Context: an optimization exercise on an open-source flow, tuned for small area and a short achievable clock period. The choices shown serve that exercise and are no tape-out recipe.
Power and IR drop assume default switching activity.

==> 03-24: inputs <==
==> flow/design.v <==
`timescale 1ns/1ps
`default_nettype none
package rv32i_types;
	localparam logic [4:0] opc_load  = 5'b00000;
	localparam logic [4:0] opc_store = 5'b01000;
	localparam logic [4:0] opc_imm   = 5'b00100;
	localparam logic [4:0] opc_reg   = 5'b01100;
	localparam logic [4:0] opc_lui   = 5'b01101;
	localparam logic [4:0] opc_auipc = 5'b00101;
	localparam logic [4:0] opc_br    = 5'b11000;
	localparam logic [4:0] opc_jalr  = 5'b11001;
	localparam logic [4:0] opc_jal   = 5'b11011;
endpackage
`default_nettype wire
`timescale 1ns/1ps
`default_nettype none
module rf_aoi222 (
	input  wire logic a, b, c, d, e, f,
	output logic y
);
	assign y = ~((a & b) | (c & d) | (e & f));
endmodule
`default_nettype wire
`timescale 1ns/1ps
`default_nettype none
module ks_nand2 (input wire logic a, b, output logic y); assign y = ~(a & b); endmodule
module ks_nor2  (input wire logic a, b, output logic y); assign y = ~(a | b); endmodule
module ks_xor2  (input wire logic a, b, output logic y); assign y = a ^ b; endmodule
module ks_xnor2 (input wire logic a, b, output logic y); assign y = ~(a ^ b); endmodule
module ks_inv   (input wire logic a, output logic y); assign y = ~a; endmodule
module ks_a21oi (input wire logic a1, a2, b, output logic y); assign y = ~(b | (a1 & a2)); endmodule
module ks_o21ai (input wire logic a1, a2, b, output logic y); assign y = ~(b & (a1 | a2)); endmodule
module ks_majn  (input wire logic a, b, c, output logic y); assign y = ~((a & b) | (c & (a | b))); endmodule
module ks_add32 (
	input  wire logic [31:0] a,
	input  wire logic [31:0] b,
	input  wire logic        cin,
	output logic [31:0]      s,
	output logic [31:0]      a_and_b,
	output logic [31:0]      a_or_b,
	output logic [31:0]      a_xor_b
);
	logic [31:0] g [0:5];
	logic [31:0] t [0:5];
	logic [31:0] gn0, tn0;
	for (genvar i = 0; i < 32; i++) begin : l0
		ks_nand2 ug (.a(a[i]), .b(b[i]), .y(gn0[i]));
		ks_nor2  ut (.a(a[i]), .b(b[i]), .y(tn0[i]));
		ks_xor2  ux (.a(a[i]), .b(b[i]), .y(a_xor_b[i]));
		ks_inv   ia (.a(gn0[i]), .y(a_and_b[i]));
		ks_inv   io (.a(tn0[i]), .y(a_or_b[i]));
	end
	ks_majn um (.a(a[0]), .b(b[0]), .c(cin), .y(g[0][0]));
	assign g[0][31:1] = gn0[31:1];
	assign t[0]       = tn0;
	for (genvar l = 1; l < 6; l++) begin : lv
		localparam int D = 1 << (l - 1);
		for (genvar i = 0; i < 32; i++) begin : b_
			if (i < D) begin : pass
				ks_inv ug (.a(g[l-1][i]), .y(g[l][i]));
				assign t[l][i] = 1'b0;
			end else if (l % 2 == 1) begin : odd
				ks_o21ai ug (.a1(t[l-1][i]), .a2(g[l-1][i-D]), .b(g[l-1][i]), .y(g[l][i]));
				ks_nor2  ut (.a(t[l-1][i]), .b(t[l-1][i-D]), .y(t[l][i]));
			end else begin : even
				ks_a21oi ug (.a1(t[l-1][i]), .a2(g[l-1][i-D]), .b(g[l-1][i]), .y(g[l][i]));
				ks_nand2 ut (.a(t[l-1][i]), .b(t[l-1][i-D]), .y(t[l][i]));
			end
		end
	end
	ks_xor2 us0 (.a(a_xor_b[0]), .b(cin), .y(s[0]));
	for (genvar i = 1; i < 32; i++) begin : sum_
		ks_xor2 us (.a(a_xor_b[i]), .b(g[5][i-1]), .y(s[i]));
	end
endmodule
`default_nettype wire
`default_nettype none
module ks_nand2b (input wire logic a_n, b, output logic y); assign y = ~(~a_n & b); endmodule
module ks_a221o (input wire logic a1, a2, b1, b2, c, output logic y); assign y = (a1 & a2) | (b1 & b2) | c; endmodule
module ks_a21o  (input wire logic a1, a2, b, output logic y); assign y = (a1 & a2) | b; endmodule
module ks_mux2i (input wire logic a0, a1, s, output logic y); assign y = ~(s ? a1 : a0); endmodule
module ks_cmp32 (
	input  wire logic [31:0] a,
	input  wire logic [31:0] b,
	output logic             ltu,
	output logic             lts,
	output logic             eq
);
	logic [31:0] l_ [0:5];
	logic [31:0] e_ [0:5];
	for (genvar i = 0; i < 32; i++) begin : l0
		ks_nand2b ul (.a_n(a[i]), .b(b[i]), .y(l_[0][i]));
		ks_xor2   ue (.a(a[i]), .b(b[i]), .y(e_[0][i]));
	end
	for (genvar l = 1; l < 6; l++) begin : lv
		for (genvar i = 0; i < (32 >> l); i++) begin : g_
			if (l % 2 == 1) begin : odd
				ks_o21ai ul (.a1(e_[l-1][2*i+1]), .a2(l_[l-1][2*i]), .b(l_[l-1][2*i+1]), .y(l_[l][i]));
				ks_nor2  ue (.a(e_[l-1][2*i+1]), .b(e_[l-1][2*i]), .y(e_[l][i]));
			end else begin : even
				ks_a21oi ul (.a1(e_[l-1][2*i+1]), .a2(l_[l-1][2*i]), .b(l_[l-1][2*i+1]), .y(l_[l][i]));
				ks_nand2 ue (.a(e_[l-1][2*i+1]), .b(e_[l-1][2*i]), .y(e_[l][i]));
			end
		end
		for (genvar i = (32 >> l); i < 32; i++) begin : unused
			assign l_[l][i] = 1'b0;
			assign e_[l][i] = 1'b0;
		end
	end
	assign ltu = l_[5][0];
	assign eq  = e_[5][0];
	assign lts = l_[5][0] ^ a[31] ^ b[31];
endmodule
`default_nettype wire
`timescale 1ns/1ps
`default_nettype none
import rv32i_types::*;
module rv32i_core
(
	input  wire logic         clk,
	input  wire logic         rst_n,
	input  wire logic         instr_valid,
	input  wire logic [31:0]  instr,
	input  wire logic [31:0]  mem_rdata,
	output logic              mem_read,
	output logic              mem_write,
	output logic [31:0]       mem_addr,
	output logic [31:0]       mem_wdata,
	output logic              retire_valid,
	output logic [31:0]       retire_pc,
	output logic [31:0]       retire_next_pc,
	output logic [4:0]        retire_rd,
	output logic              retire_we,
	output logic [31:0]       retire_wdata
);
	logic [4:0] opc;
	logic [2:0] f3;
	logic [4:0] ra1, ra2, rd;
	assign opc = instr[6:2];
	assign f3  = instr[14:12];
	assign rd  = instr[11:7];
	assign ra1 = instr[19:15];
	assign ra2 = instr[24:20];
	logic d_load, d_store, d_imm, d_reg, d_lui, d_auipc, d_br, d_jalr, d_jal;
	assign d_load  = opc == opc_load;
	assign d_store = opc == opc_store;
	assign d_imm   = opc == opc_imm;
	assign d_reg   = opc == opc_reg;
	assign d_lui   = opc == opc_lui;
	assign d_auipc = opc == opc_auipc;
	assign d_br    = opc == opc_br;
	assign d_jalr  = opc == opc_jalr;
	assign d_jal   = opc == opc_jal;
	logic d_alu, d_wr, d_sub, d_shift, d_sll, d_sra, d_rs2;
	assign d_alu   = d_imm | d_reg;
	assign d_wr    = ~(d_br | d_store);
	assign d_sub   = d_reg & f3 == 3'b000 & instr[30];
	assign d_shift = d_alu & f3[1:0] == 2'b01;
	assign d_sll   = d_alu & f3 == 3'b001;
	assign d_sra   = d_alu & f3 == 3'b101 & instr[30];
	assign d_rs2   = d_reg | d_br;
	logic [31:0] i_imm, s_imm, b_imm, u_imm, j_imm;
	assign i_imm = {{20{instr[31]}}, instr[31:20]};
	assign s_imm = {{20{instr[31]}}, instr[31:25], instr[11:7]};
	assign b_imm = {{20{instr[31]}}, instr[7], instr[30:25], instr[11:8], 1'b0};
	assign u_imm = {instr[31:12], 12'h000};
	assign j_imm = {{12{instr[31]}}, instr[19:12], instr[20], instr[30:21], 1'b0};
	logic [31:0] regs [1:31];
	logic [31:0] wdata;
	logic        e_we;
	logic [4:0]  e_rd;
	for (genvar i = 1; i < 32; i++) begin : rf
		always_ff @(posedge clk)
			if (!rst_n || (e_we && e_rd == 5'(i)))
				regs[i] <= rst_n ? wdata : 32'h0;
	end
	logic        fw1, fw2;
	logic [31:1] sel1, sel2;
	logic [31:0] wdata_n;
	assign fw1 = e_we & (e_rd == ra1) & (ra1 != 5'd0);
	assign fw2 = e_we & (e_rd == ra2) & (ra2 != 5'd0);
	assign wdata_n = ~wdata;
	always_comb
		for (int i = 1; i < 32; i++) begin
			sel1[i] = ra1 == 5'(i);
			sel2[i] = ra2 == 5'(i);
		end
	logic [31:0] op1, op2;
	for (genvar b = 0; b < 32; b++) begin : rd_
		logic [9:0] n1, n2;
		logic       rf1_n, rf2_n;
		for (genvar g = 0; g < 10; g++) begin : g_
			rf_aoi222 p1 (
				.a(sel1[3*g+1]), .b(regs[3*g+1][b]),
				.c(sel1[3*g+2]), .d(regs[3*g+2][b]),
				.e(sel1[3*g+3]), .f(regs[3*g+3][b]),
				.y(n1[g])
			);
			rf_aoi222 p2 (
				.a(sel2[3*g+1]), .b(regs[3*g+1][b]),
				.c(sel2[3*g+2]), .d(regs[3*g+2][b]),
				.e(sel2[3*g+3]), .f(regs[3*g+3][b]),
				.y(n2[g])
			);
		end
		assign rf1_n = &n1 & ~(sel1[31] & regs[31][b]);
		assign rf2_n = &n2 & ~(sel2[31] & regs[31][b]);
		ks_mux2i m1 (.a0(rf1_n), .a1(wdata_n[b]), .s(fw1), .y(op1[b]));
		ks_mux2i m2 (.a0(rf2_n), .a1(wdata_n[b]), .s(fw2), .y(op2[b]));
	end
	logic        v;
	logic [31:0] pc, npc, pc_d;
	assign pc_d = v ? npc : pc;
	logic [31:0] cmp_b;
	logic        eq, ltu, lts, taken_d, slt_d;
	assign cmp_b   = d_rs2 ? op2 : i_imm;
	ks_cmp32 cmp_i (.a(op1), .b(cmp_b), .ltu(ltu), .lts(lts), .eq(eq));
	assign taken_d = (f3[2] ? (f3[1] ? ltu : lts) : eq) ^ f3[0];
	assign slt_d   = f3[0] ? ltu : lts;
	logic [31:0] x_imm, x_d;
	assign x_imm = d_jal ? j_imm : d_br ? b_imm : u_imm;
	assign x_d   = d_store ? op2 : d_lui ? u_imm : pc_d + x_imm;
	logic [31:0] sh_in, sh2, a_d, b_d;
	logic [1:0]  sh_lo;
	logic        fill_d;
	always_comb
		for (int i = 0; i < 32; i++)
			sh_in[i] = d_sll ? op1[31 - i] : op1[i];
	assign fill_d = d_sra & op1[31];
	assign sh_lo  = d_reg ? op2[1:0] : instr[21:20];
	assign sh2    = 32'({{3{fill_d}}, sh_in} >> sh_lo);
	assign a_d = d_shift ? sh2 : op1;
	assign b_d = {32{d_sub}} ^ (d_rs2 ? op2 : d_store ? s_imm : i_imm);
	logic        e_ld, e_st;
	logic [31:0] ra, rb, rx;
	logic        e_sub, e_fill, e_slt;
	logic [2:0]  e_sh;
	logic        n_x, n_sum, n_p4;
	logic        s_sum, s_and, s_or, s_xor, s_sll, s_sr, s_slt, s_x, s_link;
	always_ff @(posedge clk) begin
		if (!rst_n) begin
			v    <= 1'b0;
			e_we <= 1'b0;
			e_ld <= 1'b0;
			e_st <= 1'b0;
			pc   <= 32'h0;
		end else begin
			v    <= instr_valid;
			e_we <= instr_valid & d_wr;
			e_ld <= instr_valid & d_load;
			e_st <= instr_valid & d_store;
			if (v)
				pc <= npc;
		end
	end
	always_ff @(posedge clk) begin
		ra     <= a_d;
		rb     <= b_d;
		rx     <= x_d;
		e_rd   <= d_wr ? rd : 5'd0;
		e_sub  <= d_sub;
		e_fill <= fill_d;
		e_sh   <= d_reg ? op2[4:2] : instr[24:22];
		e_slt  <= slt_d;
		n_x    <= d_jal | (d_br & taken_d);
		n_sum  <= d_jalr;
		n_p4   <= ~(d_jal | d_jalr | (d_br & taken_d));
		s_sum  <= d_alu & f3 == 3'b000;
		s_sll  <= d_sll;
		s_slt  <= d_alu & f3[2:1] == 2'b01;
		s_xor  <= d_alu & f3 == 3'b100;
		s_sr   <= d_alu & f3 == 3'b101;
		s_or   <= d_alu & f3 == 3'b110;
		s_and  <= d_alu & f3 == 3'b111;
		s_x    <= d_lui | d_auipc;
		s_link <= d_jal | d_jalr;
	end
	logic [31:0] sum, pc4, r_and, r_or, r_xor;
	ks_add32 add_i (
		.a       (ra),
		.b       (rb),
		.cin     (e_sub),
		.s       (sum),
		.a_and_b (r_and),
		.a_or_b  (r_or),
		.a_xor_b (r_xor)
	);
	assign pc4 = pc + 32'd4;
	logic [31:0] shr, shr_rev;
	assign shr = 32'({{28{e_fill}}, ra} >> {e_sh, 2'b00});
	always_comb
		for (int i = 0; i < 32; i++)
			shr_rev[i] = shr[31 - i];
	logic [31:0] wd_rest, npc_rest;
	assign wd_rest = ({32{s_and}}  & r_and)
		       | ({32{s_or}}   & r_or)
		       | ({32{s_xor}}  & r_xor)
		       | ({32{s_sr}}   & shr)
		       | ({32{s_sll}}  & shr_rev)
		       | ({32{s_x}}    & rx)
		       | ({32{s_link}} & pc4)
		       | {31'h0, s_slt & e_slt};
	assign npc_rest = ({32{n_x}} & rx) | ({32{n_p4}} & pc4);
	for (genvar i = 0; i < 32; i++) begin : out_
		ks_a221o uw (.a1(s_sum), .a2(sum[i]), .b1(e_ld), .b2(mem_rdata[i]), .c(wd_rest[i]), .y(wdata[i]));
		if (i == 0) begin : b0
			assign npc[i] = npc_rest[i];
		end else begin : bn
			ks_a21o un (.a1(n_sum), .a2(sum[i]), .b(npc_rest[i]), .y(npc[i]));
		end
	end
	assign mem_read       = e_ld;
	assign mem_write      = e_st;
	assign mem_addr       = sum;
	assign mem_wdata      = rx;
	assign retire_valid   = v;
	assign retire_pc      = pc;
	assign retire_next_pc = npc;
	assign retire_rd      = e_rd;
	assign retire_we      = e_we;
	assign retire_wdata   = wdata;
endmodule
`default_nettype wire
==> flow/run.sh <==
#!/bin/bash
# synth_recipe.tcl (not shown) runs the flow's synth.tcl, then flattens the netlist and writes it again
# the make line also repeats each setting of config.mk as NAME=value (left out here)
make -C /OpenROAD-flow-scripts/flow DESIGN_CONFIG=/design/flow/config.mk WORK_HOME=/design/flow/orfs CLKGATE_MAP_FILE= SYNTH_SCRIPT=/design/flow/synth_recipe.tcl finish
==> flow/config.mk <==
export PLATFORM = sky130hd
export DESIGN_NAME = rv32i_core
export DESIGN_NICKNAME = rv32i_core
export VERILOG_FILES = /design/flow/design.v
export SDC_FILE = /design/flow/constraint.sdc
export NUM_CORES = 4
export LEC_CHECK = 0
export CAP_MARGIN = 20
export CORE_MARGIN = 2
export CORE_UTILIZATION = 55
export SETUP_SLACK_MARGIN = 5
export SLEW_MARGIN = 20
export SYNTH_HIERARCHICAL = 1
export SYNTH_MINIMUM_KEEP_SIZE = 0
==> flow/constraint.sdc <==
create_clock -name core_clock -period 10.0 [get_ports {clk}]
set_input_delay 2.0000 -clock core_clock [delete_from_list [all_inputs] [get_ports {clk}]]
set_output_delay 2.0000 -clock core_clock [all_outputs]
set_load 0.01 [all_outputs]
==> inputs of 03-05, as changes to 03-24 <==
--- a/flow/design.v
+++ b/flow/design.v
@@ -114,2 +114,18 @@
 `default_nettype wire
+`default_nettype none
+module ks_nand3 (input wire logic a, b, c, output logic y); assign y = ~(a & b & c); endmodule
+module ks_nand4 (input wire logic a, b, c, d, output logic y); assign y = ~(a & b & c & d); endmodule
+module ks_nor3  (input wire logic a, b, c, output logic y); assign y = ~(a | b | c); endmodule
+module ks_and2  (input wire logic a, b, output logic y); assign y = a & b; endmodule
+`default_nettype wire
+`default_nettype none
+module ks_and3  (input wire logic a, b, c, output logic y); assign y = a & b & c; endmodule
+module ks_mux2  (input wire logic a0, a1, s, output logic y); assign y = s ? a1 : a0; endmodule
+`default_nettype wire
+`default_nettype none
+module ks_a22oi (input wire logic a1, a2, b1, b2, output logic y); assign y = ~((a1 & a2) | (b1 & b2)); endmodule
+`default_nettype wire
+`default_nettype none
+module ks_o31ai (input wire logic a1, a2, a3, b, output logic y); assign y = ~((a1 | a2 | a3) & b); endmodule
+`default_nettype wire
 `timescale 1ns/1ps
@@ -178,11 +194,23 @@
 	logic [31:1] sel1, sel2;
-	logic [31:0] wdata_n;
 	assign fw1 = e_we & (e_rd == ra1) & (ra1 != 5'd0);
 	assign fw2 = e_we & (e_rd == ra2) & (ra2 != 5'd0);
-	assign wdata_n = ~wdata;
-	always_comb
-		for (int i = 1; i < 32; i++) begin
-			sel1[i] = ra1 == 5'(i);
-			sel2[i] = ra2 == 5'(i);
+	logic nfw1, nfw2;
+	assign nfw1 = ~fw1;
+	assign nfw2 = ~fw2;
+	logic [3:0] lo1, lo2;
+	logic [7:0] hi1, hi2;
+	always_comb begin
+		for (int i = 0; i < 4; i++) begin
+			lo1[i] = ra1[1:0] == 2'(i);
+			lo2[i] = ra2[1:0] == 2'(i);
+		end
+		for (int i = 0; i < 8; i++) begin
+			hi1[i] = ra1[4:2] == 3'(i);
+			hi2[i] = ra2[4:2] == 3'(i);
 		end
+	end
+	for (genvar i = 1; i < 32; i++) begin : sel_
+		ks_and2 s1 (.a(hi1[i / 4]), .b(lo1[i % 4]), .y(sel1[i]));
+		ks_and2 s2 (.a(hi2[i / 4]), .b(lo2[i % 4]), .y(sel2[i]));
+	end
 	logic [31:0] op1, op2;
@@ -190,3 +218,4 @@
 		logic [9:0] n1, n2;
-		logic       rf1_n, rf2_n;
+		logic       rf1_n, rf2_n, t1, t2;
+		logic [2:0] h1, h2;
 		for (genvar g = 0; g < 10; g++) begin : g_
@@ -205,6 +234,17 @@
 		end
-		assign rf1_n = &n1 & ~(sel1[31] & regs[31][b]);
-		assign rf2_n = &n2 & ~(sel2[31] & regs[31][b]);
-		ks_mux2i m1 (.a0(rf1_n), .a1(wdata_n[b]), .s(fw1), .y(op1[b]));
-		ks_mux2i m2 (.a0(rf2_n), .a1(wdata_n[b]), .s(fw2), .y(op2[b]));
+		ks_nand2 q1 (.a(sel1[31]), .b(regs[31][b]), .y(t1));
+		ks_nand2 q2 (.a(sel2[31]), .b(regs[31][b]), .y(t2));
+		ks_nand4 h1a (.a(n1[0]), .b(n1[1]), .c(n1[2]), .d(n1[3]), .y(h1[0]));
+		ks_nand4 h1b (.a(n1[4]), .b(n1[5]), .c(n1[6]), .d(n1[7]), .y(h1[1]));
+		ks_nand3 h1c (.a(n1[8]), .b(n1[9]), .c(t1), .y(h1[2]));
+		ks_nand4 h2a (.a(n2[0]), .b(n2[1]), .c(n2[2]), .d(n2[3]), .y(h2[0]));
+		ks_nand4 h2b (.a(n2[4]), .b(n2[5]), .c(n2[6]), .d(n2[7]), .y(h2[1]));
+		ks_nand3 h2c (.a(n2[8]), .b(n2[9]), .c(t2), .y(h2[2]));
+		logic f1_n, f2_n;
+		ks_o31ai r1 (.a1(h1[0]), .a2(h1[1]), .a3(h1[2]), .b(nfw1), .y(rf1_n));
+		ks_o31ai r2 (.a1(h2[0]), .a2(h2[1]), .a3(h2[2]), .b(nfw2), .y(rf2_n));
+		ks_nand2 f1 (.a(fw1), .b(wdata[b]), .y(f1_n));
+		ks_nand2 f2 (.a(fw2), .b(wdata[b]), .y(f2_n));
+		ks_nand2 m1 (.a(rf1_n), .b(f1_n), .y(op1[b]));
+		ks_nand2 m2 (.a(rf2_n), .b(f2_n), .y(op2[b]));
 	end
@@ -214,8 +254,27 @@
 	logic [31:0] cmp_b;
-	logic        eq, ltu, lts, taken_d, slt_d;
-	assign cmp_b   = d_rs2 ? op2 : i_imm;
+	logic        eq, ltu, lts, slt_d;
+	logic [31:0] cb_rest_n;
+	logic        cb_rf_n;
+	assign cb_rf_n   = ~(d_rs2 & ~fw2);
+	assign cb_rest_n = ~(({32{d_rs2 & fw2}} & wdata) | ({32{~d_rs2}} & i_imm));
+	for (genvar b = 0; b < 32; b++) begin : cb_
+		ks_o21ai u (.a1(cb_rf_n), .a2(rd_[b].rf2_n), .b(cb_rest_n[b]), .y(cmp_b[b]));
+	end
 	ks_cmp32 cmp_i (.a(op1), .b(cmp_b), .ltu(ltu), .lts(lts), .eq(eq));
-	assign taken_d = (f3[2] ? (f3[1] ? ltu : lts) : eq) ^ f3[0];
-	assign slt_d   = f3[0] ? ltu : lts;
-	logic [31:0] x_imm, x_d;
+	logic sgn, k_lt1, k_lt0, k_eq1, k_eq0, jmp_x, jmp_n;
+	assign sgn   = op1[31] ^ cmp_b[31];
+	assign k_lt1 = d_br & f3[2] & (f3[1] | ~sgn) & ~f3[0] | d_br & f3[2] & ~f3[1] & sgn & f3[0];
+	assign k_lt0 = d_br & f3[2] & (f3[1] | ~sgn) & f3[0] | d_br & f3[2] & ~f3[1] & sgn & ~f3[0];
+	assign k_eq1 = d_br & ~f3[2] & ~f3[0];
+	assign k_eq0 = d_br & ~f3[2] & f3[0];
+	logic m_lt_n, m_eq_n, njal, njj, nx_d, np4_d;
+	assign njal = ~d_jal;
+	assign njj  = ~(d_jal | d_jalr);
+	ks_mux2i mlt (.a0(k_lt0), .a1(k_lt1), .s(ltu), .y(m_lt_n));
+	ks_mux2i meq (.a0(k_eq0), .a1(k_eq1), .s(eq), .y(m_eq_n));
+	ks_nand3 unx (.a(m_lt_n), .b(m_eq_n), .c(njal), .y(nx_d));
+	ks_and3  unp (.a(m_lt_n), .b(m_eq_n), .c(njj), .y(np4_d));
+	assign slt_d = ltu ^ (~f3[0] & sgn);
+	logic [31:0] x_imm, x_d, p4_d;
+	assign p4_d = pc_d + 32'd4;
 	assign x_imm = d_jal ? j_imm : d_br ? b_imm : u_imm;
@@ -234,3 +293,3 @@
 	logic        e_ld, e_st;
-	logic [31:0] ra, rb, rx;
+	logic [31:0] ra, rb, rx, pc4;
 	logic        e_sub, e_fill, e_slt;
@@ -259,2 +318,3 @@
 		rx     <= x_d;
+		pc4    <= p4_d;
 		e_rd   <= d_wr ? rd : 5'd0;
@@ -264,5 +324,5 @@
 		e_slt  <= slt_d;
-		n_x    <= d_jal | (d_br & taken_d);
+		n_x    <= nx_d;
 		n_sum  <= d_jalr;
-		n_p4   <= ~(d_jal | d_jalr | (d_br & taken_d));
+		n_p4   <= np4_d;
 		s_sum  <= d_alu & f3 == 3'b000;
@@ -277,3 +337,3 @@
 	end
-	logic [31:0] sum, pc4, r_and, r_or, r_xor;
+	logic [31:0] sum, r_and, r_or, r_xor;
 	ks_add32 add_i (
@@ -287,3 +347,2 @@
 	);
-	assign pc4 = pc + 32'd4;
 	logic [31:0] shr, shr_rev;
@@ -293,18 +352,21 @@
 			shr_rev[i] = shr[31 - i];
-	logic [31:0] wd_rest, npc_rest;
-	assign wd_rest = ({32{s_and}}  & r_and)
-		       | ({32{s_or}}   & r_or)
-		       | ({32{s_xor}}  & r_xor)
-		       | ({32{s_sr}}   & shr)
-		       | ({32{s_sll}}  & shr_rev)
-		       | ({32{s_x}}    & rx)
-		       | ({32{s_link}} & pc4)
-		       | {31'h0, s_slt & e_slt};
-	assign npc_rest = ({32{n_x}} & rx) | ({32{n_p4}} & pc4);
+	logic [31:0] wd_rest_n, npc_rest_n;
+	assign wd_rest_n = ~(({32{s_and}}  & r_and)
+			   | ({32{s_or}}   & r_or)
+			   | ({32{s_xor}}  & r_xor)
+			   | ({32{s_x}}    & rx)
+			   | ({32{s_link}} & pc4)
+			   | {31'h0, s_slt & e_slt});
+	assign npc_rest_n = ~(({32{n_x}} & rx) | ({32{n_p4}} & pc4));
 	for (genvar i = 0; i < 32; i++) begin : out_
-		ks_a221o uw (.a1(s_sum), .a2(sum[i]), .b1(e_ld), .b2(mem_rdata[i]), .c(wd_rest[i]), .y(wdata[i]));
+		logic ws_n, wl_n, wh_n, ns_n;
+		ks_nand2 ws (.a(s_sum), .b(sum[i]), .y(ws_n));
+		ks_nand2 wl (.a(e_ld), .b(mem_rdata[i]), .y(wl_n));
+		ks_a22oi wh (.a1(s_sr), .a2(shr[i]), .b1(s_sll), .b2(shr_rev[i]), .y(wh_n));
+		ks_nand4 uw (.a(ws_n), .b(wl_n), .c(wh_n), .d(wd_rest_n[i]), .y(wdata[i]));
 		if (i == 0) begin : b0
-			assign npc[i] = npc_rest[i];
+			assign npc[i] = ~npc_rest_n[i];
 		end else begin : bn
-			ks_a21o un (.a1(n_sum), .a2(sum[i]), .b(npc_rest[i]), .y(npc[i]));
+			ks_nand2 ns (.a(n_sum), .b(sum[i]), .y(ns_n));
+			ks_nand2 un (.a(ns_n), .b(npc_rest_n[i]), .y(npc[i]));
 		end
==> flow/flow/run.sh (new file) <==
#!/bin/bash
set -e
cp standard.sh standard_sh.log
export BUFFER_PORTS_ARGS="-buffer_cell sky130_fd_sc_hd__buf_2"
export SETUP_SLACK_MARGIN=5.6
bash standard.sh > standard.log 2>&1
==> flow/standard.sh (new file) <==
#!/bin/bash
# synth_recipe.tcl (not shown) runs the flow's synth.tcl, then flattens the netlist and writes it again
# the make line also repeats each setting of config.mk as NAME=value (left out here)
make -C /OpenROAD-flow-scripts/flow DESIGN_CONFIG=/design/flow/config.mk WORK_HOME=/design/flow/orfs CLKGATE_MAP_FILE= SYNTH_SCRIPT=/design/flow/synth_recipe.tcl "${@:-finish}"
CORE_UTILIZATION = 60   (was 55)
CTS_CLUSTER_DIAMETER = 60   (was default)
CTS_CLUSTER_SIZE = 20   (was default)
PLACE_DENSITY = 0.7   (was default)
SETUP_SLACK_MARGIN = default   (was 5)
TNS_END_PERCENT = 10   (was default)
removed: flow/run.sh
==> summary.md <==
| Metric | Value |
|---|---|
| Result of the run | no timing/DRC/antenna violations |
| Maximum achievable frequency | around 190 MHz |
| Skew-Pair Late Insertion Delay | 0.73 ns |
| Total Die Area | 96600 µm² |
| DP Area | 60000 µm² |
| Post-route core utilization | 72.8% |
| Fill cell total of the finished layout | 6399 |
| Proportion of total power due to net switching | 30.8% |
| Sequential power | 0.00589 W |
| Static Leakage | 25.3 nW |
| Non-clk buf share | 6.64% |
That was 03-05.
==> summary.md <==
| Metric | Value |
|---|---|
| Result of the run | no timing/DRC/antenna violations |
| Sequential power | 0.00572 W |
| Fill cell total of the finished layout | 6289 |
| Internal power summed over all cells | ~0.0090 W |
| Maximum achievable frequency | 156 MHz |
| Post-route core utilization | 74.5% |
| DP Area | roughly 60000 µm² |
| Pwr/cell area | 176 nW/µm² |
| Xor/xnor cell area share of the yosys netlist | 3.08% |
| Dominant combinational cell family by area after synthesis | compound AO/OA/AOI/OAI gates |
| Min Tclk post-route | 6.41 ns |
| Total Die Area | 102000 µm² |
| Proportion of total power due to net switching | 29.9% |
| Mux contribution to synthesized area | 4.41% |
| Static Leakage | approximately 27 nW |
That was 03-24.
No run of this note included a check of the RTL's function; only the layout flow was run.

afterwards: timing with drivers on the ports:
In the flow no input, the clock included, has a driving cell. The finished layouts below were timed again as built, in two steps.
Step 1, drivers: a clkbuf_16 drives clk and a buf_2 each remaining input, both assumed.
Step 2 also shifts input and output timing later by t, the mid clock arrival at the registers, as if the neighbouring blocks saw the same clock.
Three values: ideal, step 1, step 2; two values: the first two.
run	t, ns	slack for setup (ns)	hold WS [ns]
03-24	0.793	3.589 / 3.456 / 2.662	0.690 / 0.690 / 0.690
03-05	0.788	4.855 / 4.701 / 3.913	0.565 / 0.565 / 0.565
After both steps every run listed still meets setup and hold. For 03-05, which loses most, drivers alone change the setup slack by -0.154 ns; drivers and shift together by -0.942 ns.
